Background: an optimization exercise with open tools, aiming at small area and a short achievable clock period. Do not read the settings as production practice. At most, simulation tests tie the RTL to the original design; equivalence was not proved. No functional check of the RTL was part of run 1. Power is estimated from default activity; no workload was simulated.

[flow/run.sh]
#!/bin/bash
# synth_recipe.tcl (not shown) runs the flow's synth.tcl, then flattens the netlist and writes it again
# the make line also repeats each setting of config.mk as NAME=value (left out here)
make -C /OpenROAD-flow-scripts/flow DESIGN_CONFIG=/design/flow/config.mk WORK_HOME=/design/flow/orfs CLKGATE_MAP_FILE= SYNTH_SCRIPT=/design/flow/synth_recipe.tcl finish
[flow/config.mk]
export PLATFORM = sky130hd
export DESIGN_NAME = mem_responder
export DESIGN_NICKNAME = mem_responder
export VERILOG_FILES = /design/flow/design.v
export SDC_FILE = /design/flow/constraint.sdc
export NUM_CORES = 4
export LEC_CHECK = 0
export CAP_MARGIN = 20
export CORE_MARGIN = 2
export CORE_UTILIZATION = 40
export SLEW_MARGIN = 55
[flow/constraint.sdc]
create_clock -name core_clock -period 10.0 [get_ports {clk}]
set_input_delay 2.0000 -clock core_clock [delete_from_list [all_inputs] [get_ports {clk}]]
set_output_delay 2.0000 -clock core_clock [all_outputs]
set_load 0.01 [all_outputs]
[flow/design.v]
module mem_responder #(
    parameter int ADDR_WIDTH  = 16,
    parameter int DEPTH_WORDS = 256,
    parameter int LATENCY     = 3
) (
    input  logic                  clk,
    input  logic                  rst_n,
    input  logic                  mem_read,
    input  logic                  mem_write,
    input  logic [1:0]            mem_byte_enable,
    input  logic [ADDR_WIDTH-1:0] mem_address,
    input  logic [15:0]           mem_wdata,
    output logic [15:0]           mem_rdata,
    output logic                  mem_resp,
    output logic                  protocol_err
);
    localparam int RN = 4;      
    localparam int RL = 64;     
    localparam int NT = 22;     
    typedef enum logic [1:0] {IDLE, WAIT, RESP} state_t;
    state_t      state;
    logic [1:0]  cnt;
    logic        lat_read;
    logic        lat_write;
    logic [7:0]  lat_idx;
    logic [15:0] lat_wdata;
    logic [1:0]  lat_be;
    logic        resp_prev;
    logic [15:0] ring [RN][RL];
    logic [5:0]  phase;         
    logic [5:0]  rslot;         
    logic        p_valid;       
    logic [1:0]  p_ring;
    logic [5:0]  p_slot;        
    logic [15:0] p_data;
    logic [1:0]  p_be;
    logic [15:0] cap;           
    logic        req_any;
    logic [7:0]  req_idx;
    logic        retrigger;
    logic        acc_go;
    assign req_idx = mem_address[8:1];
    assign req_any = mem_read | mem_write;
    assign retrigger = resp_prev
                       && (mem_read == lat_read) && (mem_write == lat_write)
                       && (req_idx == lat_idx) && (mem_wdata == lat_wdata)
                       && (mem_byte_enable == lat_be);
    assign acc_go = rst_n && (state == WAIT) && req_any && (cnt == 2'd0);
    logic [RN-1:0] rsel;
    logic [NT-1:0] tsel;
    logic          at_tap;
    logic [15:0]   tapval;
    always_comb begin
        for (int r = 0; r < RN; r++) rsel[r] = (lat_idx[7:6] == r[1:0]);
        for (int j = 0; j < NT; j++) tsel[j] = (rslot == 6'(3 * j));
        at_tap = |tsel;
        tapval = '0;
        for (int r = 0; r < RN; r++)
            for (int j = 0; j < NT; j++)
                tapval = tapval | ({16{rsel[r] & tsel[j]}} & ring[r][3 * j]);
    end
    logic        byp;
    logic [15:0] rd_raw, rd_m;
    assign byp    = p_valid && (p_ring == lat_idx[7:6]) && (p_slot == rslot);
    assign rd_raw = at_tap ? tapval : cap;
    assign rd_m[7:0]  = (byp && p_be[0]) ? p_data[7:0]  : rd_raw[7:0];
    assign rd_m[15:8] = (byp && p_be[1]) ? p_data[15:8] : rd_raw[15:8];
    logic        p_commit;
    assign p_commit = p_valid && (p_slot[1:0] == 2'b11);
    always_ff @(posedge clk) begin
        for (int r = 0; r < RN; r++) begin
            for (int s = 0; s < RL; s++) begin
                if ((s % 4) == 0 && p_commit && p_ring == r[1:0]
                        && p_slot[5:2] == 4'(((s + RL - 1) % RL) / 4)) begin
                    ring[r][s][7:0]  <= p_be[0] ? p_data[7:0]  : ring[r][(s + RL - 1) % RL][7:0];
                    ring[r][s][15:8] <= p_be[1] ? p_data[15:8] : ring[r][(s + RL - 1) % RL][15:8];
                end else begin
                    ring[r][s] <= ring[r][(s + RL - 1) % RL];
                end
            end
        end
    end
    logic [5:0] rslot_next;
    assign rslot_next = rslot + 6'd1;
    always_ff @(posedge clk) begin
        phase <= phase + 6'd1;
        cap   <= rd_m;
        if (state == IDLE && req_any && rst_n)
            rslot <= mem_address[6:1] + phase + 6'd1;
        else
            rslot <= rslot_next;
        if (acc_go && lat_write) begin
            p_valid <= 1'b1;
            p_ring  <= lat_idx[7:6];
            p_slot  <= rslot_next;
            p_data  <= lat_wdata;
            p_be    <= lat_be;
        end else begin
            if (p_commit) p_valid <= 1'b0;
            p_slot <= p_slot + 6'd1;
        end
    end
    always_ff @(posedge clk or negedge rst_n) begin
        if (!rst_n) begin
            state        <= IDLE;
            cnt          <= '0;
            lat_read     <= 1'b0;
            lat_write    <= 1'b0;
            lat_idx      <= '0;
            lat_wdata    <= '0;
            lat_be       <= '0;
            resp_prev    <= 1'b0;
            mem_resp     <= 1'b0;
            mem_rdata    <= '0;
            protocol_err <= 1'b0;
        end else begin
            resp_prev <= mem_resp;
            mem_resp  <= acc_go;
            if (acc_go && !lat_write) begin
                mem_rdata <= rd_m;
            end
            case (state)
                IDLE: begin
                    if (req_any) begin
                        lat_read  <= mem_read;
                        lat_write <= mem_write;
                        lat_idx   <= req_idx;
                        lat_wdata <= mem_wdata;
                        lat_be    <= mem_byte_enable;
                        if ((mem_read && mem_write) || retrigger) begin
                            protocol_err <= 1'b1;
                        end
                        state <= WAIT;
                        cnt   <= 2'd2;
                    end
                end
                WAIT: begin
                    if (!req_any) begin
                        state <= IDLE;
                    end else if (cnt == '0) begin
                        state <= RESP;
                    end else begin
                        cnt <= cnt - 1'b1;
                    end
                end
                RESP: begin
                    state <= IDLE;
                end
                default: begin
                    state <= IDLE;
                end
            endcase
        end
    end
endmodule
==> summary.txt, run 1 <==
Run status
  • Status: no timing/DRC/antenna violations

Synthesis
  • Synthesized flop and latch total: 4202
  • EDFF count, synth: 20
  • Ys flop type: dfxtp_1
  • Asr flop ratio synth: 1.21%
  • Synth Instances: 7556
  • Sequential area share after synthesis: 76.6%
  • Syn Area/Cell: 14.6 um^2
  • Unique cell type count in the Yosys netlist: 92
  • Synthesized area: 0.110 mm^2
  • Mapped Nets: 7607
  • Yosys warns: 2

Placed design
  • Routability Congestion: 1.06
  • Area post-placement: 0.118 mm^2
  • Port Buf Inserts: 47
  • DP Wirelength: 305000 um

Min path
  • Hold Path Depth: 0
  • Hold crit path type: register to register

Setup path
  • Reg2Reg Depth: 14
  • Worst Setup SP: rslot[3]
  • Crit Reg-Reg Endpoint: mem_rdata[0]
  • Largest stage delay on the critical path: 0.56 ns
  • Maximum fanout along the worst path: 30
  • CP Cell Sequence: buf_4 > buf_4 > nand2_1 > buf_4 > nor2_4 > buf_4 > buf_4 > a22oi_1 > a21oi_2 > a21oi_1 > o2111ai_1 > nor4_2 > or3_1 > a31oi_1
  • Worst Path Required: 10.83 ns
  • Critical path class: register to register
  • Crit-path most repeated cell: buf_4
  • R2r startpoint: rslot[3]
  • FF-to-FF setup slack: 4.66 ns
  • Critical path data arrival time: 6.17 ns
  • Critical path endpoint category: register
  • CP max stage cell: buf_4
  • CP Launch Type: register
  • Worst Setup EP: mem_rdata[0]

Clock tree
  • Post-CTS Hold Fix Bufs: 0
  • CTS tree: yes
  • CTS Buf Count: 385
  • Post-CTS sizing: 0
  • Sink Count: 4202
  • Total setup buffers inserted after CTS: 0
  • CTS clk-pin slew, worst paths: 0.06 ns
  • H-tree Lvls: 5
  • Clock latency (worst-skew pair): 0.93 ns
  • Deepest clock path buffer count: 4
  • CTS root buffer: clkbuf_16

Floorplanning
  • Die Width: 530 um
  • Die area: 0.280 mm^2
  • Die extent in y: 530 um
  • Core area: 0.274 mm^2
  • Starting density of the core: 40.3%
  • I/O pin cnt: 56
  • Row count: 192

Detailed routing
  • Vias per inst: 5.55
  • Starting DRC count in detailed routing: 9401
  • Detail-routed net length per standard cell: 36.0 um
  • Final WL: 430000 um
  • Post-route DRC: 0
  • Via Count: 66.4k
  • DRT Pass-1 Iters: 9
  • Post-route ant nets: 0

Global routing
  • Gr usage total: 29.9%
  • Vias in the first global route: 62.6k
  • Grt total ovfl: 0
  • Largest net degree at the start of global routing: 66
  • Initial antenna violation count: 55
  • First-pass GRT wire length: 562000 um

Finish
  • Final instance area: 0.131 mm^2
  • Layout Nets: 7989
  • Share of layout cells above drive strength 1: 27.5%
  • Layout area overhead: 19.0%

Power and ir drop
  • Pleak: 51.3 nW
  • PwrDens: 289 mW/mm^2
  • VDD IR max: 0.265 mV

Timing
  • Final setup fails: 0
  • Rel. slew slack: 49.5%
  • Worst-margin pin slew: 0.754 ns
  • RSZ-0062 raised after global routing: no
  • Clock Skew: 0.0678 ns
  • Tcrit/Tclk final: 53.4%
  • Crit path time final: 5.34 ns
  • Fin. Hold Viols: 0
  • Setup TNS: 0 ns
  • Fmax: 0.187 GHz
  • Final Max Slew Viols: 0

Flow run
  • Max-cap viol count: 0
-- state kept, by name, indices dropped and copies added, names as in the netlist, 8 cells and up --
signal	count
lat_wdata	16
cap	16
p_data	16
lat_idx	8
ring	4096
mem_rdata	16
-- critical path: cells and delay by family, from the launching register on --
| kind | cells | cell delay (ns) |
|---|---|---|
| AOI/OAI and AO/OA | 5 | 1.18 |
| buffers and inverters | 5 | 2.17 |
| DFF | 1 | 0.51 |
| and+or+nand+nor | 4 | 1.17 |
-- kinds of logic (layout without fill, tap and decap cells) --
| logic type | Yosys count | in the layout | share of synthesized area, % |
|---|---|---|---|
| compound gates | 956 | 956 | 6.50 |
| mux | 1069 | 1069 | 10.9 |
| fa+ha+maj | 13 | 13 | 0.154 |
| simple gates | 885 | 885 | 3.98 |
| flops | 4202 | 4202 | 76.6 |
| buf+inv | 377 | 1073 | 1.49 |
| xor+xnor | 54 | 54 | 0.428 |
| other cells | 0 | 18 | 0 |
-- synth_stat cells, drive strengths merged, types with 13 or more instances --
cell type | n | area (um^2)
nor3 | 57 | 340
nand2b | 18 | 113
and3 | 21 | 131
xnor2 | 28 | 245
a32oi | 97 | 850
buf | 134 | 733
a22o | 81 | 709
o22ai | 24 | 150
dfxtp | 4131 | 82700
xor2 | 26 | 228
a221oi | 86 | 759
a32o | 19 | 190
a2111oi | 14 | 123
nor4 | 30 | 188
a221o | 19 | 190
a222oi | 14 | 140
nand2 | 189 | 712
a21oi | 115 | 576
edfxtp | 20 | 601
clkbuf | 227 | 852
dfrtp | 51 | 1280
o21ai | 75 | 375
nor2 | 278 | 1080
nand4 | 69 | 432
a31oi | 51 | 319
a22oi | 268 | 2010
inv | 16 | 60.1
mux2 | 1056 | 11900
nor2b | 13 | 81.3
nand3 | 124 | 626
and2 | 16 | 103
-- power breakdown --
group / internal [mW] / switching, mW
combinational: 1.13 / 4.02
sequential: 17.1 / 0.342
clock: 9.05 / 6.40
-- stage by stage --
step           util, %  std cells  worst slack [ns]  power [mW]  hold slack (ns)
3_5_place_dp      43.0      11231              5.01        22.6            0.312
5_1_grt           47.9      11941              4.69        38.7            0.302
4_1_cts           47.9      11932              5.02        37.8            0.300
6_report          48.0      11956              4.66        38.0            0.298
2_1_floorplan        -       7556              6.73        19.6            0.310
3_3_place_gp      42.4      11177              4.43        22.4            0.310
-- metal layers --
| layer | track usage (%) | vias to the layer above | part of all wire [%] |
|---|---|---|---|
| met5 | 0 | - | 0.015 |
| met4 | 14.9 | 10 | 5.6 |
| met3 | 8.58 | 953 | 11 |
| met2 | 41.5 | 4050 | 40 |
| met1 | 42.0 | 34031 | 43 |
| li1 | - | 27309 | - |
-- cells in the final DEF (no fill, tap or decap), types with 86 or more instances in the layout --
cell type / netlist / routed
a22oi_1: 268 / 265
nand2_1: 188 / 177
a32oi_1: 97 / 96
a21oi_1: 115 / 107
nand3_1: 123 / 118
mux2_2: 1055 / 1055
dfxtp_1: 4131 / 4127
clkbuf_16: 0 / 392
clkbuf_8: 0 / 87
nor2_4: 3 / 86
nor2_1: 268 / 152
buf_4: 15 / 241
-- worst min path at each step --
stage,start,endpoint,slack (ns)
after floorplan,ring[101][0],ring[102][0],0.31
after global placement,ring[180][0],ring[181][0],0.31
after detailed placement,ring[125][1],ring[126][1],0.31
after CTS,ring[101][15],ring[102][15],0.30
after global routing,ring[101][15],ring[102][15],0.30
final,ring[34][0],ring[35][0],0.30
-- final cells by class --
cell class                 instances  area [um^2]
timing repair buffer             356         3050
antenna                           18         45.0
multi-input combinational       2977        25600
sequential                      4202        84600
tap                             3686         4610
clock buffer                     534        11200
fill                           23564       143000
clock inverter                   167         2270
inverter                          16         60.1
==> inputs of run 2 (changes only) <==
--- a/flow/design.v
+++ b/flow/design.v
@@ -47,3 +47,5 @@
                        && (mem_byte_enable == lat_be);
-    assign acc_go = rst_n && (state == WAIT) && req_any && (cnt == 2'd0);
+    logic at_end;
+    assign at_end = (state == WAIT) && (cnt == 2'd0);
+    assign acc_go = at_end && req_any;
     logic [RN-1:0] rsel;
@@ -53,5 +55,2 @@
     always_comb begin
-        for (int r = 0; r < RN; r++) rsel[r] = (lat_idx[7:6] == r[1:0]);
-        for (int j = 0; j < NT; j++) tsel[j] = (rslot == 6'(3 * j));
-        at_tap = |tsel;
         tapval = '0;
@@ -59,3 +58,3 @@
             for (int j = 0; j < NT; j++)
-                tapval = tapval | ({16{rsel[r] & tsel[j]}} & ring[r][3 * j]);
+                tapval = tapval | ({16{rsel[r] & tsel[j]}} & (ring[r][3 * j] ^ {16{1'((3 * j) >> 2)}}));
     end
@@ -72,6 +71,12 @@
             for (int s = 0; s < RL; s++) begin
-                if ((s % 4) == 0 && p_commit && p_ring == r[1:0]
-                        && p_slot[5:2] == 4'(((s + RL - 1) % RL) / 4)) begin
-                    ring[r][s][7:0]  <= p_be[0] ? p_data[7:0]  : ring[r][(s + RL - 1) % RL][7:0];
-                    ring[r][s][15:8] <= p_be[1] ? p_data[15:8] : ring[r][(s + RL - 1) % RL][15:8];
+                if ((s % 4) == 0) begin
+                    if (p_commit && p_ring == r[1:0]
+                            && p_slot[5:2] == 4'(((s + RL - 1) % RL) / 4)) begin
+                        ring[r][s][7:0]  <= ~(p_be[0] ? (p_data[7:0]  ^ {8{1'(((s + RL - 1) % RL) >> 2)}})
+                                                      : ring[r][(s + RL - 1) % RL][7:0]);
+                        ring[r][s][15:8] <= ~(p_be[1] ? (p_data[15:8] ^ {8{1'(((s + RL - 1) % RL) >> 2)}})
+                                                      : ring[r][(s + RL - 1) % RL][15:8]);
+                    end else begin
+                        ring[r][s] <= ~ring[r][(s + RL - 1) % RL];
+                    end
                 end else begin
@@ -82,4 +87,25 @@
     end
+    logic       accept;
     logic [5:0] rslot_next;
-    assign rslot_next = rslot + 6'd1;
+    assign accept     = (state == IDLE);
+    assign rslot_next = accept ? (mem_address[6:1] + phase) : (rslot + 6'd1);
+    logic [2:0]    a_hi, a_lo;
+    logic [7:0]    lo_hit, hi_hit;
+    logic          lo_carry;
+    logic [NT-1:0] tsel_next;
+    logic          tsel_any;
+    assign a_hi = mem_address[6:4];
+    assign a_lo = mem_address[3:1];
+    always_comb begin
+        lo_carry = ({1'b0, a_lo} + {1'b0, phase[2:0]}) > 4'd7;
+        for (int k = 0; k < 8; k++) begin
+            lo_hit[k] = (a_lo == 3'(k - phase[2:0]));
+            hi_hit[k] = lo_carry ? (a_hi == 3'(k - phase[5:3] - 1)) : (a_hi == 3'(k - phase[5:3]));
+        end
+        for (int j = 0; j < NT; j++) begin
+            if (accept) tsel_next[j] = lo_hit[(3 * j) % 8] & hi_hit[(3 * j) / 8];
+            else        tsel_next[j] = (rslot + 6'd1) == 6'(3 * j);
+        end
+        tsel_any = |tsel_next;
+    end
     always_ff @(posedge clk) begin
@@ -87,10 +113,11 @@
         cap   <= rd_m;
-        if (state == IDLE && req_any && rst_n)
-            rslot <= mem_address[6:1] + phase + 6'd1;
-        else
-            rslot <= rslot_next;
-        if (acc_go && lat_write) begin
-            p_valid <= 1'b1;
+        rslot <= rslot_next;
+        tsel  <= tsel_next;
+        at_tap <= tsel_any;
+        if (accept)
+            for (int r = 0; r < RN; r++) rsel[r] <= (mem_address[8:7] == r[1:0]);
+        p_valid <= (acc_go && lat_write) || (p_valid && !p_commit);
+        if (at_end) begin
             p_ring  <= lat_idx[7:6];
-            p_slot  <= rslot_next;
+            p_slot  <= rslot + 6'd1;
             p_data  <= lat_wdata;
@@ -98,3 +125,2 @@
         end else begin
-            if (p_commit) p_valid <= 1'b0;
             p_slot <= p_slot + 6'd1;
@@ -123,8 +149,9 @@
                 IDLE: begin
+                    lat_read  <= mem_read;
+                    lat_write <= mem_write;
+                    lat_idx   <= req_idx;
+                    lat_wdata <= mem_wdata;
+                    lat_be    <= mem_byte_enable;
+                    cnt       <= 2'd2;
                     if (req_any) begin
-                        lat_read  <= mem_read;
-                        lat_write <= mem_write;
-                        lat_idx   <= req_idx;
-                        lat_wdata <= mem_wdata;
-                        lat_be    <= mem_byte_enable;
                         if ((mem_read && mem_write) || retrigger) begin
@@ -133,3 +160,2 @@
                         state <= WAIT;
-                        cnt   <= 2'd2;
                     end
==> flow/flow/run.sh (new file) <==
#!/bin/bash
set -euo pipefail
bash standard.sh SETUP_SLACK_MARGIN=6.8 finish > standard.log 2>&1
==> flow/standard.sh (new file) <==
#!/bin/bash
# synth_recipe.tcl (not shown) runs the flow's synth.tcl, then flattens the netlist and writes it again
# the make line also repeats each setting of config.mk as NAME=value (left out here)
make -C /OpenROAD-flow-scripts/flow DESIGN_CONFIG=/design/flow/config.mk WORK_HOME=/design/flow/orfs CLKGATE_MAP_FILE= SYNTH_SCRIPT=/design/flow/synth_recipe.tcl "${@:-finish}"
--- a/flow/config.mk
+++ b/flow/config.mk
@@ -9,3 +9,5 @@
 export CORE_MARGIN = 2
-export CORE_UTILIZATION = 40
+export CORE_UTILIZATION = 60
+export CTS_CLUSTER_DIAMETER = 100
+export CTS_CLUSTER_SIZE = 25
 export SLEW_MARGIN = 55
removed: flow/run.sh
==> run 2 against run 1 <==
Effect of this change: still clean on timing, DRC and antenna; wire length fell by 18%; critical path depth fell by 1; utilization rose by 20 points; combinational power fell by 17%; first-iteration DRC count rose by 0.80%; largest cell class unchanged.
==> summary.txt, run 2 <==
Setup path
  • Largest stage delay on the critical path: 0.55 ns (was 0.56 ns)
  • CP Cell Sequence: buf_12 > clkinv_8 > buf_12 > buf_16 > buf_16 > buf_12 > o22ai_4 > a2111oi_4 > o2111ai_4 > a22oi_2 > nand4_1 > a22o_1 > mux2_4 (was buf_4 > buf_4 > nand2_1 > buf_4 > nor2_4 > buf_4 > buf_4 > a22oi_1 > a21oi_2 > a21oi_1 > o2111ai_1 > nor4_2 > or3_1 > a31oi_1)
  • Critical path endpoint category: register (unchanged)
  • Worst Setup SP: tsel[10] (was rslot[3])
  • Worst Path Required: 10.78 ns (was 10.83 ns)
  • Critical path class: register to register (unchanged)
  • Critical path data arrival time: 4.34 ns (was 6.17 ns)
  • CP Launch Type: register (unchanged)
  • Maximum fanout along the worst path: 7 (was 30)
  • R2r startpoint: tsel[10] (was rslot[3])
  • CP max stage cell: nand4_1 (was buf_4)
  • Crit-path most repeated cell: buf_12 (was buf_4)

Timing
  • Setup TNS: 0 ns (unchanged)
  • Fmax: 0.280 GHz (was 0.187 GHz)
  • Worst-margin pin slew: 0.710 ns (was 0.754 ns)
  • Final setup fails: 0 (unchanged)
  • Rel. slew slack: 52.6% (was 49.5%)
  • RSZ-0062 raised after global routing: yes (was no)
  • Crit path time final: 3.57 ns (was 5.34 ns)
  • Fin. Hold Viols: 0 (unchanged)
  • Clock Skew: 0.0363 ns (was 0.0678 ns)
  • Tcrit/Tclk final: 35.7% (was 53.4%)
  • Final Max Slew Viols: 0 (unchanged)

Synthesis
  • Syn Area/Cell: 13.2 um^2 (was 14.6 um^2)
  • Synth area leaders: dfxtp_1 (77%), mux2i_1 (4.8%), a21oi_1 (2.6%) (was dfxtp_1 (75%), mux2_2 (11%), a22oi_1 (1.8%))
  • Asr flop ratio synth: 1.21% (about the same)
  • Sequential area share after synthesis: 78.7% (was 76.6%)
  • Mapped Nets: 8255 (was 7607)
  • Top-area cell type share of the netlist area: 76.9% (was 74.9%)
  • Unique cell type count in the Yosys netlist: 85 (was 92)
  • EDFF count, synth: 24 (was 20)
  • Ys flop type: dfxtp_1 (unchanged)
  • Post-synth top area cell: dfxtp_1 (unchanged)
  • Commonest cells post-synth: dfxtp_1 (4154), nor2_1 (711), a21oi_1 (569) (was dfxtp_1 (4131), mux2_2 (1055), a22oi_1 (268), nor2_1 (268), clkbuf_1 (227))
  • Yosys warns: 2 (unchanged)
  • Synthesized flop and latch total: 4229 (was 4202)
  • Top-count cell post-synth: dfxtp_1 (unchanged)
  • Synth Instances: 8198 (was 7556)
  • Synthesized area: 0.108 mm^2 (was 0.110 mm^2)

Power and ir drop
  • PwrDens: 250 mW/mm^2 (was 289 mW/mm^2)
  • Pleak: 47.0 nW (was 51.3 nW)
  • VDD IR max: 0.215 mV (was 0.265 mV)

Clock tree
  • Clock latency (worst-skew pair): 0.90 ns (was 0.93 ns)
  • CTS tree: yes (unchanged)
  • CTS Buf Count: 187 (was 385)
  • Post-CTS Hold Fix Bufs: 0 (unchanged)
  • Deepest clock path buffer count: 3 (was 4)
  • CTS root buffer: clkbuf_16 (unchanged)
  • H-tree Lvls: 4 (was 5)
  • CTS clk-pin slew, worst paths: 0.10 ns (was 0.06 ns)
  • Sink Count: 4229 (was 4202)

Detailed routing
  • Detail-routed net length per standard cell: 32.6 um (was 36.0 um)
  • Post-route DRC: 0 (unchanged)
  • Post-route ant nets: 0 (unchanged)
  • Starting DRC count in detailed routing: 9476 (was 9401)
  • Vias per inst: 5.98 (was 5.55)
  • Via Count: 64.8k (was 66.4k)
  • DRT Pass-1 Iters: 9 (unchanged)
  • Final WL: 353000 um (was 430000 um)

Finish
  • Largest reg by FF count: ring (unchanged)
  • Share of layout cells above drive strength 1: 11.7% (was 27.5%)
  • Final instance area: 0.122 mm^2 (was 0.131 mm^2)
  • Layout area overhead: 12.8% (was 19.0%)
  • Most frequent cells in the layout: dfxtp_1 (4135), nor2_1 (670), a21oi_1 (562) (was dfxtp_1 (4127), mux2_2 (1055), clkbuf_16 (392))
  • Max reg flops: 4096 (unchanged)
  • Layout Nets: 8488 (was 7989)
  • Core Util, Final: 68.3% (was 48.0%)
  • Commonest non-fill, non-tap cell in the layout: dfxtp_1 (unchanged)
  • Largest registers: ring x4096, tsel x22

Global routing
  • First-pass GRT wire length: 475000 um (was 562000 um)
  • Largest net degree at the start of global routing: 66 (unchanged)
  • Initial antenna violation count: 36 (was 55)
  • Vias in the first global route: 59.5k (was 62.6k)
  • Grt total ovfl: 0 (unchanged)
  • Gr usage total: 37.3% (was 29.9%)

Run status
  • Status: no timing/DRC/antenna violations (unchanged)

Flow run
  • Max-cap viol count: 0 (unchanged)

Min path
  • Worst min-delay path startpoint: ring[26][3] (was ring[34][0])
  • Hold crit path type: register to register (unchanged)

Floorplanning
  • Row count: 155 (was 192)
  • Die extent in y: 429 um (was 530 um)
  • Core area: 0.179 mm^2 (was 0.274 mm^2)
  • Die area: 0.184 mm^2 (was 0.280 mm^2)
  • Starting density of the core: 60.5% (was 40.3%)
  • Die Width: 429 um (was 530 um)
  • I/O pin cnt: 56 (unchanged)

Placed design
  • Port Buf Inserts: 47 (unchanged)
  • DP Wirelength: 219000 um (was 305000 um)
  • Routability Congestion: 0.959 (was 1.06)
  • Area post-placement: 0.112 mm^2 (was 0.118 mm^2)
[run 2: final cells by class]
class,count,area (um^2)
repair buffers,437,5360
flip-flops and latches,4229,85200
clock inverters,13,205
multi-input cells,3540,23200
well taps,2355,2950
clock buffers,202,4800
diodes,12,30.0
fillers,12960,56700
repair inverters,2,25.0
inverters,34,292
[run 2: power by group]
group / leakage [nW] / internal, mW / switching [mW]
clock: 2.45 / 3.45 / 5.06
combinational: 9.04 / 1.39 / 2.89
sequential: 35.5 / 17.4 / 0.389
total: 47.0 / 22.2 / 8.34
[run 2: what timing repair did]
item                       4_1_cts  5_1_grt
setup endpoints to repair       75       39
cloned                          15        8
gates resized for setup        364      203
pin swaps                       57       83
setup buffers                  101       92
[run 2: final timing paths]
kind,to,slack [ns],cells past startpoint
max reg2reg,mem_rdata[15],6.43,13
min,ring[27][3],0.31,0
min in group asynchronous,mem_rdata[15],1.14,2
max,mem_rdata[15],6.43,13
min reg2reg,ring[27][3],0.31,0
max in group asynchronous,mem_rdata[1],8.46,2
[run 2: layer usage]
layer | global-route usage [%] | share of wire (%) | vias up | wire [um]
met5 | 0.520 | 0.067 | - | 237
li1 | - | - | 28114 | -
met2 | 52.3 | 41 | 3573 | 146000
met3 | 9.81 | 12 | 608 | 43600
met1 | 55.7 | 43 | 32443 | 151000
met4 | 13.2 | 3.6 | 18 | 12700
[run 2: kinds of logic after synthesis]
logic type | synth area share, %
adder cells (fa/ha/maj) | 0.236
AND/OR/NAND/NOR | 5.72
XOR/XNOR | 0.557
buffers and inverters | 1.58
multiplexers | 4.93
AO/OA/AOI/OAI | 8.26
flip-flops | 78.7
[run 2: worst max-delay path: cells and delay by family, from the launching register on]
family          cells  cell delay (ns)
compound gates      5             1.46
buf+inv             6             0.76
flops               1             0.35
mux                 1             0.26
simple gates        1             0.55
[run 2: per-stage QoR]
step	instances	hold WS, ns	total power, mW	setup slack (ns)
floorplan	8198	0.310	19.5	5.90
global placement	10345	0.310	21.3	4.71
detailed placement	10371	0.312	21.4	4.72
CTS	10702	0.313	30.0	6.46
global route	10812	0.318	31.3	6.48
finish	10824	0.313	30.6	6.43
==> inputs of run 3 (changes only) <==
==> flow/run.sh (new file) <==
#!/bin/bash
# synth_recipe.tcl (not shown) runs the flow's synth.tcl, then flattens the netlist and writes it again
# the make line also repeats each setting of config.mk as NAME=value (left out here)
make -C /OpenROAD-flow-scripts/flow DESIGN_CONFIG=/design/flow/config.mk WORK_HOME=/design/flow/orfs CLKGATE_MAP_FILE= SYNTH_SCRIPT=/design/flow/synth_recipe.tcl finish
removed: flow/flow/run.sh
removed: flow/standard.sh
==> run 3 against run 2 <==
Effect of this change: maximum frequency down 25%; final area is 3.6% lower; utilization fell by 2.5 points; sequential cell count did not move; still clean; highest routed layer unchanged; clock skew fell by 0.011 ns.
==> summary.txt, run 3 <==
Timing
  • RSZ-0062 raised after global routing: no (was yes)
  • Worst-margin pin slew: 0.766 ns (was 0.710 ns)
  • Tcrit/Tclk final: 47.7% (was 35.7%)
  • Fmax: 0.210 GHz (was 0.280 GHz)
  • Final Max Slew Viols: 0 (unchanged)
  • Setup TNS: 0 ns (unchanged)
  • Crit path time final: 4.77 ns (was 3.57 ns)
  • Fin. Hold Viols: 0 (unchanged)
  • Rel. slew slack: 48.6% (was 52.6%)
  • Clock Skew: 0.0253 ns (was 0.0363 ns)
  • Final setup fails: 0 (unchanged)

Synthesis
  • Ys flop type: dfxtp_1 (unchanged)
  • Synthesized area: 0.108 mm^2 (unchanged)
  • Mapped Nets: 8255 (unchanged)
  • Unique cell type count in the Yosys netlist: 85 (unchanged)
  • EDFF count, synth: 24 (unchanged)
  • Sequential area share after synthesis: 78.7% (unchanged)
  • Synthesized flop and latch total: 4229 (unchanged)
  • Top-area cell type share of the netlist area: 76.9% (unchanged)
  • Commonest cells post-synth: dfxtp_1 (4154), nor2_1 (711), a21oi_1 (569) (unchanged)
  • Top-count cell post-synth: dfxtp_1 (unchanged)
  • Synth area leaders: dfxtp_1 (77%), mux2i_1 (4.8%), a21oi_1 (2.6%) (unchanged)
  • Asr flop ratio synth: 1.21% (unchanged)
  • Post-synth top area cell: dfxtp_1 (unchanged)
  • Synth Instances: 8198 (unchanged)
  • Syn Area/Cell: 13.2 um^2 (unchanged)
  • Yosys warns: 2 (unchanged)

Finish
  • Commonest non-fill, non-tap cell in the layout: dfxtp_1 (unchanged)
  • Fillcell total: 13.3k (was 13.0k)
  • Sequential Area: 0.0852 mm^2 (about the same)
  • Layout area overhead: 8.77% (was 12.8%)
  • Largest registers: ring x4096, tsel x22 (unchanged)
  • Layout Nets: 8268 (was 8488)
  • Largest reg by FF count: ring (unchanged)
  • Final instance area: 0.118 mm^2 (was 0.122 mm^2)
  • Max reg flops: 4096 (unchanged)
  • Share of layout cells above drive strength 1: 7.17% (was 11.7%)
  • Most frequent cells in the layout: dfxtp_1 (4139), nor2_1 (670), a21oi_1 (566) (was dfxtp_1 (4135), nor2_1 (670), a21oi_1 (562))
  • Core Util, Final: 65.8% (was 68.3%)
  • Area of the multi-input gates: 0.0221 mm^2 (was 0.0232 mm^2)

Placed design
  • Area post-placement: 0.112 mm^2 (about the same)
  • Routability Congestion: 0.951 (was 0.959)
  • DP Wirelength: 218000 um (was 219000 um)
  • Port Buf Inserts: 47 (unchanged)

Clock tree
  • Post-CTS sizing: 0 (was 364)
  • Sink Count: 4229 (unchanged)
  • CTS root buffer: clkbuf_16 (unchanged)
  • CTS Buf Count: 187 (unchanged)
  • Deepest clock path buffer count: 3 (unchanged)
  • Clock latency (worst-skew pair): 0.86 ns (was 0.90 ns)
  • H-tree Lvls: 4 (unchanged)
  • CTS clk-pin slew, worst paths: 0.10 ns (about the same)
  • CTS tree: yes (unchanged)
  • Total setup buffers inserted after CTS: 0 (was 101)
  • Post-CTS Hold Fix Bufs: 0 (unchanged)

Setup path
  • Worst Path Required: 10.75 ns (was 10.78 ns)
  • Reg2Reg Depth: 11 (was 13)
  • FF-to-FF setup slack: 5.23 ns (was 6.43 ns)
  • Critical path data arrival time: 5.52 ns (was 4.34 ns)
  • CP Launch Type: register (unchanged)
  • Critical path class: register to register (unchanged)
  • R2r startpoint: tsel[5] (was tsel[10])
  • Maximum fanout along the worst path: 16 (was 7)
  • Crit Reg-Reg Endpoint: mem_rdata[6] (was mem_rdata[15])
  • Critical path endpoint category: register (unchanged)

Detailed routing
  • Via Count: 63.1k (was 64.8k)
  • Wire length on met2: 139000 um (was 146000 um)
  • Routed wl met3: 36900 um (was 43600 um)
  • Starting DRC count in detailed routing: 9073 (was 9476)
  • Post-route DRC: 0 (unchanged)
  • Final WL: 338000 um (was 353000 um)
  • Wl on met1: 151000 um (about the same)
  • Vias per inst: 5.96 (was 5.98)
  • Detail-routed net length per standard cell: 31.9 um (was 32.6 um)
  • DRT Pass-1 Iters: 7 (was 9)
  • Top sig layer: met5 (unchanged)
  • Post-route ant nets: 0 (unchanged)

Global routing
  • Initial antenna violation count: 26 (was 36)
  • Vias in the first global route: 58.4k (was 59.5k)
  • First-pass GRT wire length: 461000 um (was 475000 um)
  • Grt total ovfl: 0 (unchanged)
  • Gr usage total: 36.1% (was 37.3%)
  • Largest net degree at the start of global routing: 67 (was 66)

Floorplanning
  • I/O pin cnt: 56 (unchanged)
  • Die Width: 429 um (unchanged)
  • Row count: 155 (unchanged)
  • Die extent in y: 429 um (unchanged)
  • Core area: 0.179 mm^2 (unchanged)
  • Die area: 0.184 mm^2 (unchanged)
  • Starting density of the core: 60.5% (unchanged)

Min path
  • Hold Path Depth: 0 (unchanged)
  • Hold crit path type: register to register (unchanged)
  • Worst min-delay path startpoint: ring[16][0] (was ring[26][3])
  • Worst Hold Endpoint: ring[17][0] (was ring[27][3])

Power and ir drop
  • PwrDens: 253 mW/mm^2 (was 250 mW/mm^2)
  • VDD IR max: 0.207 mV (was 0.215 mV)
  • Final Power: 29.8 mW (was 30.6 mW)
  • Pleak: 44.9 nW (was 47.0 nW)

Flow run
  • Max-cap viol count: 0 (unchanged)

Run status
  • Status: no timing/DRC/antenna violations (unchanged)
run 3: cell count changes in the layout (fill, tap and decap cells not counted), sizes merged:
cell | before | now
diode | 12 | 7
clkdlybuf4s50 | 22 | 46
clkinv | 16 | 6
clkdlybuf4s15 | 2 | 1
bufbuf | 9 | 0
clkinvlp | 1 | 0
buf | 393 | 167
inv | 32 | 36
clkbuf | 213 | 214
run 3: cell families after synthesis:
| group | Yosys count | synth area share, % |
|---|---|---|
| compound gates | 1440 | 8.26 |
| buf+inv | 429 | 1.58 |
| fa+ha+maj | 20 | 0.236 |
| mux | 531 | 4.93 |
| flops | 4229 | 78.7 |
| simple gates | 1481 | 5.72 |
| xor+xnor | 68 | 0.557 |
run 3: worst max-delay path by stage:
stage                              start      endpoint  cells past startpoint
final                            tsel[5]  mem_rdata[6]                     11
after global routing      mem_address[3]        at_tap                     10
after CTS                 mem_address[3]        at_tap                     10
after detailed placement  mem_address[3]        at_tap                     10
after global placement    mem_address[3]        at_tap                      9
after floorplan           mem_address[3]        at_tap                     10
run 3: routing by layer:
metal	vias to the layer above	track usage, %
li1	27633	-
met1	31621	55.1
met2	3384	51.1
met3	487	7.84
met4	4	10.7
met5	-	0
run 3: worst max-delay path, cell delays in order (launching register included):
cell and delay (ns):
dfxtp_1 0.33, buf_4 0.21, inv_2 0.37, buf_4 0.43
buf_4 0.61, o22ai_1 0.16, nor2_1 0.13, nand4_1 0.50
a22oi_1 0.76, nand4_1 0.46, a22o_1 0.34, mux2_2 0.26
run 3: stage by stage:
| step | worst slack [ns] | hold WS [ns] | instances |
|---|---|---|---|
| 2_1_floorplan | 5.69 | 0.310 | 8198 |
| 3_3_place_gp | 4.40 | 0.310 | 10335 |
| 3_5_place_dp | 4.47 | 0.312 | 10362 |
| 4_1_cts | 5.38 | 0.323 | 10579 |
| 5_1_grt | 5.12 | 0.325 | 10594 |
| 6_report | 5.23 | 0.318 | 10601 |
run 3: power breakdown:
part	internal (mW)	total, mW	switching (mW)
Clock	3.52	8.50	4.98
Sequential	17.4	17.8	0.430
Combinational	0.930	3.49	2.56
Total	21.8	29.8	7.97
run 3: cell type report:
| cell class | count | area share, % |
|---|---|---|
| repair buffers | 219 | 1.90 |
| inverters | 34 | 0.125 |
| clock inverters | 8 | 0.0776 |
| clock buffers | 209 | 4.19 |
| well taps | 2355 | 2.50 |
| multi-input cells | 3540 | 18.8 |
| flip-flops and latches | 4229 | 72.4 |
| diodes | 7 | 0.0149 |
==> inputs of run 4 (changes only) <==
==> flow/flow/run.sh (new file) <==
#!/bin/bash
set -euo pipefail
bash standard.sh SETUP_SLACK_MARGIN=6.5 finish > standard.log 2>&1
==> flow/standard.sh (new file) <==
#!/bin/bash
# synth_recipe.tcl (not shown) runs the flow's synth.tcl, then flattens the netlist and writes it again
# the make line also repeats each setting of config.mk as NAME=value (left out here)
make -C /OpenROAD-flow-scripts/flow DESIGN_CONFIG=/design/flow/config.mk WORK_HOME=/design/flow/orfs CLKGATE_MAP_FILE= SYNTH_SCRIPT=/design/flow/synth_recipe.tcl "${@:-finish}"
--- a/flow/config.mk
+++ b/flow/config.mk
@@ -7,3 +7,3 @@
 export LEC_CHECK = 0
-export CAP_MARGIN = 20
+export CAP_MARGIN = 10
 export CORE_MARGIN = 2
@@ -12,2 +12,2 @@
 export CTS_CLUSTER_SIZE = 25
-export SLEW_MARGIN = 55
+export SLEW_MARGIN = 15
removed: flow/run.sh
==> run 4 against run 3 <==
Effect of this change: global-route usage up 1.0 points; clock power is essentially flat; register-to-register slack better by 1.2 ns; cell count increased by 0.42%; clock skew grew 0.0051 ns; final area increased by 0.49%; via count rose by 1.4%; power up 0.16%; combinational power is 3% higher.
==> summary.txt, run 4 <==
Run status
  • Status: no timing/DRC/antenna violations (unchanged)

Detailed routing
  • Post-route DRC: 0 (unchanged)
  • Post-route ant nets: 0 (unchanged)
  • Starting DRC count in detailed routing: 9399 (was 9073)
  • Via Count: 64.0k (was 63.1k)
  • Vias per inst: 6.01 (was 5.96)
  • DRT Pass-1 Iters: 7 (unchanged)
  • Final WL: 349000 um (was 338000 um)
  • Detail-routed net length per standard cell: 32.7 um (was 31.9 um)

Global routing
  • Met2 GRT Util: 52.0% (was 51.1%)
  • GRT busiest layer: met1 (unchanged)
  • Vias in the first global route: 59.3k (was 58.4k)
  • Gr usage total: 37.1% (was 36.1%)
  • Met1 usage: 55.3% (was 55.1%)
  • Largest net degree at the start of global routing: 89 (was 67)
  • Grt total ovfl: 0 (unchanged)
  • Met3 Usage GRT: 9.82% (was 7.84%)
  • Initial antenna violation count: 45 (was 26)
  • First-pass GRT wire length: 472000 um (was 461000 um)

Synthesis
  • Ys flop type: dfxtp_1 (unchanged)
  • Top-area cell type share of the netlist area: 76.9% (unchanged)
  • Commonest cells post-synth: dfxtp_1 (4154), nor2_1 (711), a21oi_1 (569) (unchanged)
  • Unique cell type count in the Yosys netlist: 85 (unchanged)
  • Synth area leaders: dfxtp_1 (77%), mux2i_1 (4.8%), a21oi_1 (2.6%) (unchanged)
  • Post-synth top area cell: dfxtp_1 (unchanged)
  • Asr flop ratio synth: 1.21% (unchanged)
  • Synthesized flop and latch total: 4229 (unchanged)
  • Mapped Nets: 8255 (unchanged)
  • EDFF count, synth: 24 (unchanged)
  • Syn Area/Cell: 13.2 um^2 (unchanged)
  • Sequential area share after synthesis: 78.7% (unchanged)
  • Synth Instances: 8198 (unchanged)
  • Yosys warns: 2 (unchanged)
  • Top-count cell post-synth: dfxtp_1 (unchanged)
  • Synthesized area: 0.108 mm^2 (unchanged)

Timing
  • RSZ-0062 raised after global routing: yes (was no)
  • Hold WS: 0.309 ns (was 0.318 ns)
  • Clock Skew: 0.0303 ns (was 0.0253 ns)
  • Final worst slack: 6.38 ns (was 5.23 ns)
  • Fmax: 0.276 GHz (was 0.210 GHz)
  • Worst-margin pin slew: 1.32 ns (was 0.766 ns)
  • Final Max Slew Viols: 0 (unchanged)
  • Crit path time final: 3.62 ns (was 4.77 ns)
  • Final setup fails: 0 (unchanged)
  • Setup TNS: 0 ns (unchanged)
  • Tcrit/Tclk final: 36.2% (was 47.7%)
  • Fin. Hold Viols: 0 (unchanged)
  • Rel. slew slack: 12.0% (was 48.6%)

Finish
  • Max reg flops: 4096 (unchanged)
  • Most frequent cells in the layout: dfxtp_1 (4137), nor2_1 (671), a21oi_1 (563) (was dfxtp_1 (4139), nor2_1 (670), a21oi_1 (566))
  • Layout Nets: 8314 (was 8268)
  • Layout area overhead: 9.30% (was 8.77%)
  • Largest registers: ring x4096, tsel x22 (unchanged)
  • Share of layout cells above drive strength 1: 7.66% (was 7.17%)
  • Commonest non-fill, non-tap cell in the layout: dfxtp_1 (unchanged)
  • Largest reg by FF count: ring (unchanged)

Setup path
  • CP Launch Type: register (unchanged)
  • Critical path endpoint category: register (unchanged)
  • Reg2Reg Depth: 9 (was 11)
  • Worst Path Required: 10.76 ns (was 10.75 ns)
  • Critical path's top delay family: simple AND/OR/NAND/NOR gates (was buffers and inverters)
  • Critical path buffer and inverter count: 1 (was 4)
  • WP depth: 9 (was 11)
  • CP Cell Sequence: buf_12 > nand2_2 > o21ai_0 > or4_1 > nor3_1 > o2111a_1 > nand4_1 > a22o_1 > mux2_2 (was buf_4 > inv_2 > buf_4 > buf_4 > o22ai_1 > nor2_1 > nand4_1 > a22oi_1 > nand4_1 > a22o_1 > mux2_2)
  • Critical path class: register to register (unchanged)
  • Critical path data arrival time: 4.38 ns (was 5.52 ns)
  • Largest stage delay on the critical path: 0.56 ns (was 0.76 ns)
  • Maximum fanout along the worst path: 84 (was 16)
  • CP max stage cell: nand2_2 (was a22oi_1)

Power and ir drop
  • Power Internal: 21.8 mW (about the same)
  • Switch Pwr: 8.04 mW (was 7.97 mW)
  • Switching share of power: 27.0% (was 26.8%)
  • Pleak: 45.3 nW (was 44.9 nW)
  • Comb pwr share: 12.0% (was 11.7%)
  • PwrDens: 252 mW/mm^2 (was 253 mW/mm^2)
  • VDD IR max: 0.265 mV (was 0.207 mV)
  • Sequential share of power: 59.6% (was 59.7%)
  • Clock share of power: 28.4% (was 28.5%)

Placed design
  • Routability Congestion: 0.941 (was 0.951)
  • Port Buf Inserts: 47 (unchanged)
  • DP Wirelength: 217000 um (was 218000 um)
  • DP Worst Slack: 4.75 ns (was 4.47 ns)

Clock tree
  • CTS clk-pin slew, worst paths: 0.10 ns (about the same)
  • CTS tree: yes (unchanged)
  • Sink Count: 4229 (unchanged)
  • CTS Buf Count: 187 (unchanged)
  • H-tree Lvls: 4 (unchanged)
  • Post-CTS Hold Fix Bufs: 0 (unchanged)
  • CTS root buffer: clkbuf_16 (unchanged)
  • Deepest clock path buffer count: 3 (unchanged)
  • Clock latency (worst-skew pair): 0.89 ns (was 0.86 ns)

Floorplanning
  • Core area: 0.179 mm^2 (unchanged)
  • I/O pin cnt: 56 (unchanged)
  • Die area: 0.184 mm^2 (unchanged)
  • Row count: 155 (unchanged)
  • Die extent in y: 429 um (unchanged)
  • Die Width: 429 um (unchanged)
  • Starting density of the core: 60.5% (unchanged)

Min path
  • Hold Path Depth: 0 (unchanged)
  • Hold crit path type: register to register (unchanged)

Flow run
  • Max-cap viol count: 0 (unchanged)
run 4: cell counts after synthesis:
Identical to the previous run, type by type.
run 4: timing repair:
action,4_1_cts,5_1_grt
endpoints found under the setup margin,71,23
pin swaps,20,37
cloned,7,2
setup buffers,37,43
gates resized for setup,255,89
run 4: kinds of logic (layout without fill, tap and decap cells):
logic type	count (synthesis)	after routing	share of synthesized area [%]
muxes	531	531	4.93
AOI/OAI and AO/OA	1440	1440	8.26
other	0	11	0
adders and majority gates	20	20	0.236
DFF	4229	4229	78.7
and+or+nand+nor	1481	1481	5.72
buffers and inverters	429	510	1.58
xor gates and xnor gates	68	68	0.557
run 4: per-layer routing:
metal | routed length [um] | vias up
met5 | 117 | -
met4 | 13400 | 12
met2 | 142000 | 3546
li1 | - | 27730
met3 | 41000 | 637
met1 | 152000 | 32097
run 4: cell type report:
type	instances	area, um^2
inverters	34	259
well taps	2355	2950
clock buffers	203	4870
fillers	13455	60600
flip-flops and latches	4229	85200
diodes	11	27.5
repair buffers	264	2770
repair inverters	1	8.76
clock inverters	8	106
multi-input cells	3540	22000
run 4: worst paths after layout:
check                        startpoint       endpoint  slack, ns
max in group asynchronous         rst_n   mem_rdata[2]       8.27
max                             rsel[1]  mem_rdata[15]       6.38
min reg2reg                ring[132][4]   ring[133][4]       0.31
min                        ring[132][4]   ring[133][4]       0.31
max reg2reg                     rsel[1]  mem_rdata[15]       6.38
min in group asynchronous         rst_n   mem_rdata[9]       1.25
run 4: power groups by stage:
stage,clock [mW],combinational (mW),sequential [mW]
floorplan,0,1.61,17.9
global placement,0,3.12,18.2
detailed placement,0,3.13,18.2
CTS,8.51,3.32,17.8
global route,9.11,3.63,17.8
finish,8.48,3.58,17.8
run 4: through the flow:
stage	total power [mW]	utilization, %	area [um^2]	instances
after global placement	21.3	62.2	111000	10334
after CTS	29.6	65.7	117000	10589
after floorplan	19.5	-	108000	8198
final	29.8	66.1	118000	10645
after global routing	30.6	66.1	118000	10636
after detailed placement	21.3	62.2	111000	10334
==> inputs of run 5 (changes only) <==
--- a/flow/config.mk
+++ b/flow/config.mk
@@ -9,3 +9,3 @@
 export CORE_MARGIN = 2
-export CORE_UTILIZATION = 60
+export CORE_UTILIZATION = 70
 export CTS_CLUSTER_DIAMETER = 100
==> run 5 against run 4 <==
Effect of this change: the layout now fails its checks (capacitance limit); via count grew 2.0%; clock skew grew 0.0015 ns; synthesized cell count is the same; maximum frequency shrank 3.6%; highest routed layer unchanged; largest cell class unchanged; utilization grew 11 points; global-route usage grew 4.8 points; first-iteration DRC count grew 6.6%; final area shrank 0.28%; sequential share of layout area grew 0.20 points; register-to-register slack lost 0.14 ns.
==> summary.txt, run 5 <==
Timing
  • Hold WS: 0.312 ns (was 0.309 ns)
  • Fmax: 0.266 GHz (was 0.276 GHz)
  • Final setup fails: 0 (unchanged)
  • Tcrit/Tclk final: 37.5% (was 36.2%)
  • Setup TNS: 0 ns (unchanged)
  • Fin. Hold Viols: 0 (unchanged)
  • Crit path time final: 3.75 ns (was 3.62 ns)
  • Final Max Slew Viols: 0 (unchanged)
  • Clock Skew: 0.0318 ns (was 0.0303 ns)
  • Rel. slew slack: 0.738% (was 12.0%)
  • Worst-margin pin slew: 1.48 ns (was 1.32 ns)
  • RSZ-0062 raised after global routing: yes (unchanged)

Synthesis
  • Unique cell type count in the Yosys netlist: 85 (unchanged)
  • Commonest cells post-synth: dfxtp_1 (4154), nor2_1 (711), a21oi_1 (569) (unchanged)
  • Top-count cell post-synth: dfxtp_1 (unchanged)
  • Sequential area share after synthesis: 78.7% (unchanged)
  • Syn Area/Cell: 13.2 um^2 (unchanged)
  • Yosys warns: 2 (unchanged)
  • Ys flop type: dfxtp_1 (unchanged)
  • Asr flop ratio synth: 1.21% (unchanged)
  • Synthesized flop and latch total: 4229 (unchanged)
  • Top-area cell type share of the netlist area: 76.9% (unchanged)
  • Post-synth top area cell: dfxtp_1 (unchanged)
  • Synth area leaders: dfxtp_1 (77%), mux2i_1 (4.8%), a21oi_1 (2.6%) (unchanged)
  • Mapped Nets: 8255 (unchanged)
  • Synth Instances: 8198 (unchanged)
  • Synthesized area: 0.108 mm^2 (unchanged)
  • EDFF count, synth: 24 (unchanged)

Clock tree
  • Deepest clock path buffer count: 3 (unchanged)
  • CTS clk-pin slew, worst paths: 0.10 ns (about the same)
  • CTS tree: yes (unchanged)
  • CTS Buf Count: 187 (unchanged)
  • Sink Count: 4229 (unchanged)
  • H-tree Lvls: 4 (unchanged)
  • CTS root buffer: clkbuf_16 (unchanged)
  • Post-CTS Hold Fix Bufs: 0 (unchanged)
  • Clock latency (worst-skew pair): 0.86 ns (was 0.89 ns)

Global routing
  • Vias in the first global route: 60.9k (was 59.3k)
  • Largest net degree at the start of global routing: 90 (was 89)
  • First-pass GRT wire length: 457000 um (was 472000 um)
  • GRT busiest layer: met2 (was met1)
  • Initial antenna violation count: 32 (was 45)
  • Met1 usage: 59.2% (was 55.3%)
  • Grt total ovfl: 0 (unchanged)
  • Met3 Usage GRT: 13.3% (was 9.82%)
  • Gr usage total: 41.8% (was 37.1%)
  • Met2 GRT Util: 59.3% (was 52.0%)

Finish
  • Layout area overhead: 8.99% (was 9.30%)
  • Commonest non-fill, non-tap cell in the layout: dfxtp_1 (unchanged)
  • Largest reg by FF count: ring (unchanged)
  • Share of layout cells above drive strength 1: 7.49% (was 7.66%)
  • Most frequent cells in the layout: dfxtp_1 (4139), nor2_1 (669), a21oi_1 (563) (was dfxtp_1 (4137), nor2_1 (671), a21oi_1 (563))
  • Largest registers: ring x4096, tsel x22 (unchanged)
  • Layout Nets: 8292 (was 8314)
  • Max reg flops: 4096 (unchanged)

Floorplanning
  • Die area: 0.158 mm^2 (was 0.184 mm^2)
  • Die Width: 397 um (was 429 um)
  • Core area: 0.154 mm^2 (was 0.179 mm^2)
  • Starting density of the core: 70.4% (was 60.5%)
  • I/O pin cnt: 56 (unchanged)
  • Die extent in y: 397 um (was 429 um)
  • Row count: 144 (was 155)

Placed design
  • Routability Congestion: 0.990 (was 0.941)
  • Port Buf Inserts: 47 (unchanged)
  • DP Wirelength: 209000 um (was 217000 um)

Power and ir drop
  • Switch Pwr: 8.03 mW (was 8.04 mW)
  • PwrDens: 253 mW/mm^2 (was 252 mW/mm^2)
  • Final Power: 29.8 mW (about the same)
  • Clock share of power: 28.3% (was 28.4%)
  • Pleak: 45.3 nW (about the same)
  • Power Internal: 21.8 mW (about the same)
  • VDD IR max: 0.241 mV (was 0.265 mV)
  • Comb pwr share: 12.1% (was 12.0%)
  • Sequential share of power: 59.6% (about the same)
  • Switching share of power: 26.9% (was 27.0%)

Setup path
  • CP Launch Type: register (unchanged)
  • CP Cell Sequence: buf_12 > inv_2 > buf_8 > o22ai_1 > a211oi_1 > nand4_1 > nor4_4 > o31ai_1 > mux2_2 (was buf_12 > nand2_2 > o21ai_0 > or4_1 > nor3_1 > o2111a_1 > nand4_1 > a22o_1 > mux2_2)
  • CP max stage cell: nor4_4 (was nand2_2)
  • Worst Path Required: 10.76 ns (about the same)
  • Maximum fanout along the worst path: 89 (was 84)
  • R2r startpoint: rsel[3] (was rsel[1])
  • Largest stage delay on the critical path: 0.71 ns (was 0.56 ns)
  • Worst Setup SP: rsel[3] (was rsel[1])
  • Critical path data arrival time: 4.51 ns (was 4.38 ns)
  • Critical path endpoint category: register (unchanged)
  • Critical path class: register to register (unchanged)

Run status
  • SO Faults: capacitance limit
  • Status: complete, but fails checks (was no timing/DRC/antenna violations)

Detailed routing
  • Final WL: 341000 um (was 349000 um)
  • Vias per inst: 6.33 (was 6.01)
  • Starting DRC count in detailed routing: 10.0k (was 9399)
  • Post-route DRC: 0 (unchanged)
  • DRT Pass-1 Iters: 9 (was 7)
  • Post-route ant nets: 0 (unchanged)
  • Detail-routed net length per standard cell: 33.0 um (was 32.7 um)
  • Via Count: 65.3k (was 64.0k)

Flow run
  • Max-cap viol count: 1 (was 0)

Min path
  • Hold crit path type: register to register (unchanged)
  • Worst min-delay path startpoint: ring[186][2] (was ring[132][4])
run 5: cell counts after synthesis:
Identical to the previous run, type by type.
run 5: critical path: cells and delay by family, from the launching register on:
| kind | cells | cell delay (ns) |
|---|---|---|
| compound gates | 3 | 0.62 |
| buf+inv | 3 | 0.77 |
| simple gates | 2 | 1.19 |
| flops | 1 | 0.43 |
| mux | 1 | 0.29 |
run 5: logic make-up (layout without fill, tap and decap cells):
logic type	Yosys count	in the layout	share of synthesized area (%)
other	0	15	0
multiplexers	531	531	4.93
buffers and inverters	429	493	1.58
AO/OA/AOI/OAI	1440	1440	8.26
flip-flops	4229	4229	78.7
XOR/XNOR	68	68	0.557
adder cells (fa/ha/maj)	20	20	0.236
AND/OR/NAND/NOR	1481	1481	5.72
run 5: final cells by class:
type | instances | area [um^2]
Sequential cell | 4229 | 85200
Fill cell | 9514 | 35800
Multi-Input combinational cell | 3540 | 22100
Clock buffer | 202 | 4800
Timing Repair Buffer | 243 | 2790
Tap cell | 2044 | 2560
Inverter | 34 | 205
Clock inverter | 14 | 204
Antenna cell | 15 | 37.5
run 5: timing repair:
action                                  CTS  global route
endpoints found under the hold margin     0             0
gates cloned                              4             8
gates resized for setup                 258           116
buffers inserted                         20            37
pin swaps                                23            36
endpoints found under the setup margin   69           108
run 5: worst paths after layout:
kind / slack (ns) / to / cells past startpoint
setup / recovery: 6.25 / mem_rdata[8] / 9
hold / removal: 0.31 / ring[187][2] / 0
setup reg to reg: 6.25 / mem_rdata[8] / 9
hold reg to reg: 0.31 / ring[187][2] / 0
max in group asynchronous: 8.29 / lat_idx[2] / 2
min in group asynchronous: 1.22 / mem_rdata[12] / 2
run 5: power by group through the flow:
| stage | Combinational [mW] | Clock, mW | Sequential (mW) |
|---|---|---|---|
| after floorplan | 1.61 | 0 | 17.9 |
| after global placement | 3.04 | 0 | 18.1 |
| after detailed placement | 3.06 | 0 | 18.1 |
| after CTS | 3.23 | 8.41 | 17.7 |
| after global routing | 3.62 | 9.00 | 17.8 |
| final | 3.60 | 8.44 | 17.8 |
run 5: per-layer routing:
metal	vias to the layer above	share of wire, %
li1	27672	-
met1	32300	39
met2	4438	42
met3	882	14
met4	22	5.1
met5	-	0.043
run 5: metrics by stage:
stage               area [um^2]  cells  setup slack [ns]  util [%]
floorplan                108000   8198              5.89         -
global placement         111000  10021              4.82      72.1
detailed placement       111000  10021              4.86      72.1
CTS                      117000  10261              6.50      76.0
global route             118000  10306              6.31      76.7
finish                   118000  10321              6.25      76.7
==> inputs of run 6 (changes only) <==
--- a/flow/config.mk
+++ b/flow/config.mk
@@ -7,5 +7,5 @@
 export LEC_CHECK = 0
-export CAP_MARGIN = 10
+export CAP_MARGIN = 20
 export CORE_MARGIN = 2
-export CORE_UTILIZATION = 70
+export CORE_UTILIZATION = 65
 export CTS_CLUSTER_DIAMETER = 100
==> run 6 against run 5 <==
Effect of this change: maximum frequency up 1.6%; non-clock buffer count down 6; sequential cell count unchanged; setup slack better by 0.058 ns; critical path depth down 6; utilization down 5.3 points; area after synthesis unchanged; critical endpoint is now ring[188][8]; hold slack worse by 0.0037 ns; via count down 2.1%; wire length down 0.62%; now clean on timing, DRC and antenna; die area up 7.6%.
==> summary.txt, run 6 <==
Clock tree
  • H-tree Lvls: 4 (unchanged)
  • CTS tree: yes (unchanged)
  • Sink Count: 4229 (unchanged)
  • Post-CTS Hold Fix Bufs: 0 (unchanged)
  • CTS clk-pin slew, worst paths: 0.10 ns (about the same)
  • CTS root buffer: clkbuf_16 (unchanged)
  • CTS Buf Count: 187 (unchanged)
  • Deepest clock path buffer count: 3 (unchanged)
  • Clock latency (worst-skew pair): 0.87 ns (was 0.86 ns)

Finish
  • Layout area overhead: 9.03% (was 8.99%)
  • Layout Nets: 8286 (was 8292)
  • Commonest non-fill, non-tap cell in the layout: dfxtp_1 (unchanged)
  • Largest reg by FF count: ring (unchanged)
  • Max reg flops: 4096 (unchanged)
  • Share of layout cells above drive strength 1: 7.31% (was 7.49%)
  • Fillcell total: 11.5k (was 9514)
  • Most frequent cells in the layout: dfxtp_1 (4139), nor2_1 (669), a21oi_1 (564) (was dfxtp_1 (4139), nor2_1 (669), a21oi_1 (563))
  • Area of the multi-input gates: 0.0221 mm^2 (about the same)
  • Largest registers: ring x4096, tsel x22 (unchanged)
  • Sequential Area: 0.0852 mm^2 (about the same)

Synthesis
  • Sequential area share after synthesis: 78.7% (unchanged)
  • Commonest cells post-synth: dfxtp_1 (4154), nor2_1 (711), a21oi_1 (569) (unchanged)
  • Asr flop ratio synth: 1.21% (unchanged)
  • Area share of fa/ha/maj cells after synthesis: 0.236% (unchanged)
  • Top-area cell type share of the netlist area: 76.9% (unchanged)
  • Synth Instances: 8198 (unchanged)
  • Synth Area in Simple Gates: 5.72% (unchanged)
  • Unique cell type count in the Yosys netlist: 85 (unchanged)
  • Mux contribution to synthesized area: 4.93% (unchanged)
  • EDFF count, synth: 24 (unchanged)
  • Syn Area/Cell: 13.2 um^2 (unchanged)
  • Largest family of logic cells by synthesized area: compound AO/OA/AOI/OAI gates (unchanged)
  • Synthesized area: 0.108 mm^2 (unchanged)
  • Synthesized flop and latch total: 4229 (unchanged)
  • Post-synth top area cell: dfxtp_1 (unchanged)
  • Synth area leaders: dfxtp_1 (77%), mux2i_1 (4.8%), a21oi_1 (2.6%) (unchanged)
  • Top-count cell post-synth: dfxtp_1 (unchanged)
  • Compound-gate portion of the synthesized area: 8.26% (unchanged)
  • Post-Synth XOR/XNOR Area: 0.557% (unchanged)
  • Ys flop type: dfxtp_1 (unchanged)
  • Yosys warns: 2 (unchanged)
  • Mapped Nets: 8255 (unchanged)

Global routing
  • Gr usage total: 38.5% (was 41.8%)
  • First-pass GRT wire length: 453000 um (was 457000 um)
  • Initial antenna violation count: 25 (was 32)
  • Vias in the first global route: 59.2k (was 60.9k)
  • Grt total ovfl: 0 (unchanged)
  • Largest net degree at the start of global routing: 85 (was 90)

Setup path
  • Largest stage delay on the critical path: 1.27 ns (was 0.71 ns)
  • Critical path class: register to register (unchanged)
  • CP max stage cell: nor2_2 (was nor4_4)
  • CP Launch Type: register (unchanged)
  • Worst Path Required: 10.76 ns (about the same)
  • Critical path's top delay family: simple AND/OR/NAND/NOR gates (unchanged)
  • R2r startpoint: p_slot[4] (was rsel[3])
  • Worst Setup SP: p_slot[4] (was rsel[3])
  • Maximum fanout along the worst path: 13 (was 89)
  • Critical path buffer and inverter count: 0 (was 3)
  • Critical path endpoint category: register (unchanged)
  • CP Cell Sequence: nand3_1 > nor2_2 > mux2i_1 (was buf_12 > inv_2 > buf_8 > o22ai_1 > a211oi_1 > nand4_1 > nor4_4 > o31ai_1 > mux2_2)
  • Critical path data arrival time: 4.46 ns (was 4.51 ns)

Timing
  • Rel. slew slack: 16.6% (was 0.738%)
  • Hold WS: 0.308 ns (was 0.312 ns)
  • Worst-margin pin slew: 1.24 ns (was 1.48 ns)
  • Final Max Slew Viols: 0 (unchanged)
  • Tcrit/Tclk final: 37.0% (was 37.5%)
  • Clock Skew: 0.0330 ns (was 0.0318 ns)
  • Final setup fails: 0 (unchanged)
  • Setup TNS: 0 ns (unchanged)
  • RSZ-0062 raised after global routing: yes (unchanged)
  • Fin. Hold Viols: 0 (unchanged)
  • Crit path time final: 3.70 ns (was 3.75 ns)
  • Fmax: 0.271 GHz (was 0.266 GHz)

Flow run
  • Max-cap viol count: 0 (was 1)

Detailed routing
  • Detail-routed net length per standard cell: 32.4 um (was 33.0 um)
  • Via Count: 63.9k (was 65.3k)
  • Top sig layer: met5 (unchanged)
  • Post-route ant nets: 0 (unchanged)
  • Vias per inst: 6.12 (was 6.33)
  • Wire length on met2: 140000 um (was 141000 um)
  • Post-route DRC: 0 (unchanged)
  • DRT Pass-1 Iters: 10 (was 9)
  • Starting DRC count in detailed routing: 9370 (was 10.0k)
  • Final WL: 339000 um (was 341000 um)
  • Wl on met1: 142000 um (was 134000 um)
  • Routed wl met3: 44000 um (was 48100 um)

Power and ir drop
  • PwrDens: 253 mW/mm^2 (about the same)
  • Pleak: 45.1 nW (was 45.3 nW)
  • VDD IR max: 0.227 mV (was 0.241 mV)

Floorplanning
  • Starting density of the core: 65.5% (was 70.4%)
  • I/O pin cnt: 56 (unchanged)
  • Die area: 0.170 mm^2 (was 0.158 mm^2)
  • Core area: 0.165 mm^2 (was 0.154 mm^2)
  • Die Width: 412 um (was 397 um)
  • Die extent in y: 412 um (was 397 um)
  • Row count: 149 (was 144)

Run status
  • Status: no timing/DRC/antenna violations (was complete, but fails checks)

Placed design
  • DP Wirelength: 211000 um (was 209000 um)
  • Routability Congestion: 0.983 (was 0.990)
  • Port Buf Inserts: 47 (unchanged)

Min path
  • Hold crit path type: register to register (unchanged)
  • Worst min-delay path startpoint: ring[108][14] (was ring[186][2])
-- run 6: cell counts after synthesis --
No cell type changed its count.
-- run 6: cell type report --
| class | count | share of cell area (%) |
|---|---|---|
| multi-input cells | 3540 | 18.7 |
| clock buffers | 206 | 4.19 |
| repair buffers | 237 | 2.22 |
| well taps | 2189 | 2.32 |
| diodes | 7 | 0.0149 |
| clock inverters | 5 | 0.0806 |
| inverters | 34 | 0.210 |
| flip-flops and latches | 4229 | 72.2 |
-- run 6: path summary, 6_finish.rpt --
path	endpoint	cells past startpoint	slack, ns
min	ring[109][14]	0	0.31
max reg2reg	ring[188][8]	3	6.30
min in group asynchronous	mem_rdata[11]	2	1.22
min reg2reg	ring[109][14]	0	0.31
max in group asynchronous	lat_idx[2]	2	8.31
max	ring[188][8]	3	6.30
-- run 6: cell families (layout without fill, tap and decap cells) --
kind of cell	Yosys count	after routing
AO/OA/AOI/OAI	1440	1440
XOR/XNOR	68	68
adder cells (fa/ha/maj)	20	20
buffers and inverters	429	482
flip-flops	4229	4229
multiplexers	531	531
other	0	7
AND/OR/NAND/NOR	1481	1481
-- run 6: stage by stage --
stage	setup WS (ns)	utilization, %	std cells	power, mW	cell area [um^2]
after floorplan	5.89	-	8198	19.5	108000
after global placement	4.81	67.2	10165	21.2	111000
after detailed placement	4.83	67.3	10169	21.2	111000
after CTS	6.50	70.8	10397	29.5	117000
after global routing	6.42	71.4	10442	30.5	118000
final	6.30	71.4	10447	29.8	118000
-- run 6: what timing repair did --
action / CTS / global route
pin swaps: 25 / 45
cloned: 2 / 7
buffers inserted: 15 / 34
gates resized for setup: 264 / 112
endpoints found under the setup margin: 71 / 20
-- run 6: power breakdown --
group          total (mW)  leakage [nW]  switching [mW]  internal, mW
Clock                8.54          2.47            5.01          3.53
Sequential           17.8          35.5           0.417          17.4
Combinational        3.51          7.17            2.58         0.929
Total                29.8          45.1            8.00          21.8
-- run 6: layer usage --
metal,global-route usage [%],vias to the layer above
met3,10.8,627
met5,0.452,-
met2,54.9,3740
met1,56.6,31879
li1,-,27676
met4,12.8,13

## port drivers added, routing unchanged
How much do the figures lean on ideal ports? The routed layouts below were timed once more, with nothing changed but the port constraints. Step 1 assumes that a clkbuf_16 drives the clock port and a buf_2 every other input. Step 2 adds t to the input delays and takes it off the output delays; t is the mean of the earliest and latest rising clock arrival at the registers after step 1. Input paths then give back, and output paths get back, about the clock's delay inside the block. a / b / c = ideal ports / drivers / drivers and shift; a / b = the first two.
run | shift t [ns] | slack for setup (ns) | hold slack, ns
run 1 | 0.996 | 4.657 / 4.657 / 4.657 | 0.298 / 0.298 / 0.298
run 2 | 0.976 | 6.434 / 6.434 / 5.680 | 0.313 / 0.313 / 0.313
run 3 | 0.942 | 5.229 / 5.229 / 4.490 | 0.318 / 0.318 / 0.318
run 4 | 0.968 | 6.382 / 6.382 / 5.571 | 0.308 / 0.309 / 0.309
run 5 | 0.935 | 6.246 / 6.246 / 5.508 | 0.312 / 0.312 / 0.312
run 6 | 0.943 | 6.304 / 6.304 / 5.583 | 0.308 / 0.308 / 0.308
The setup slack of run 4, which loses most, moves by 0.000 ns with the drivers and by -0.811 ns with both steps.
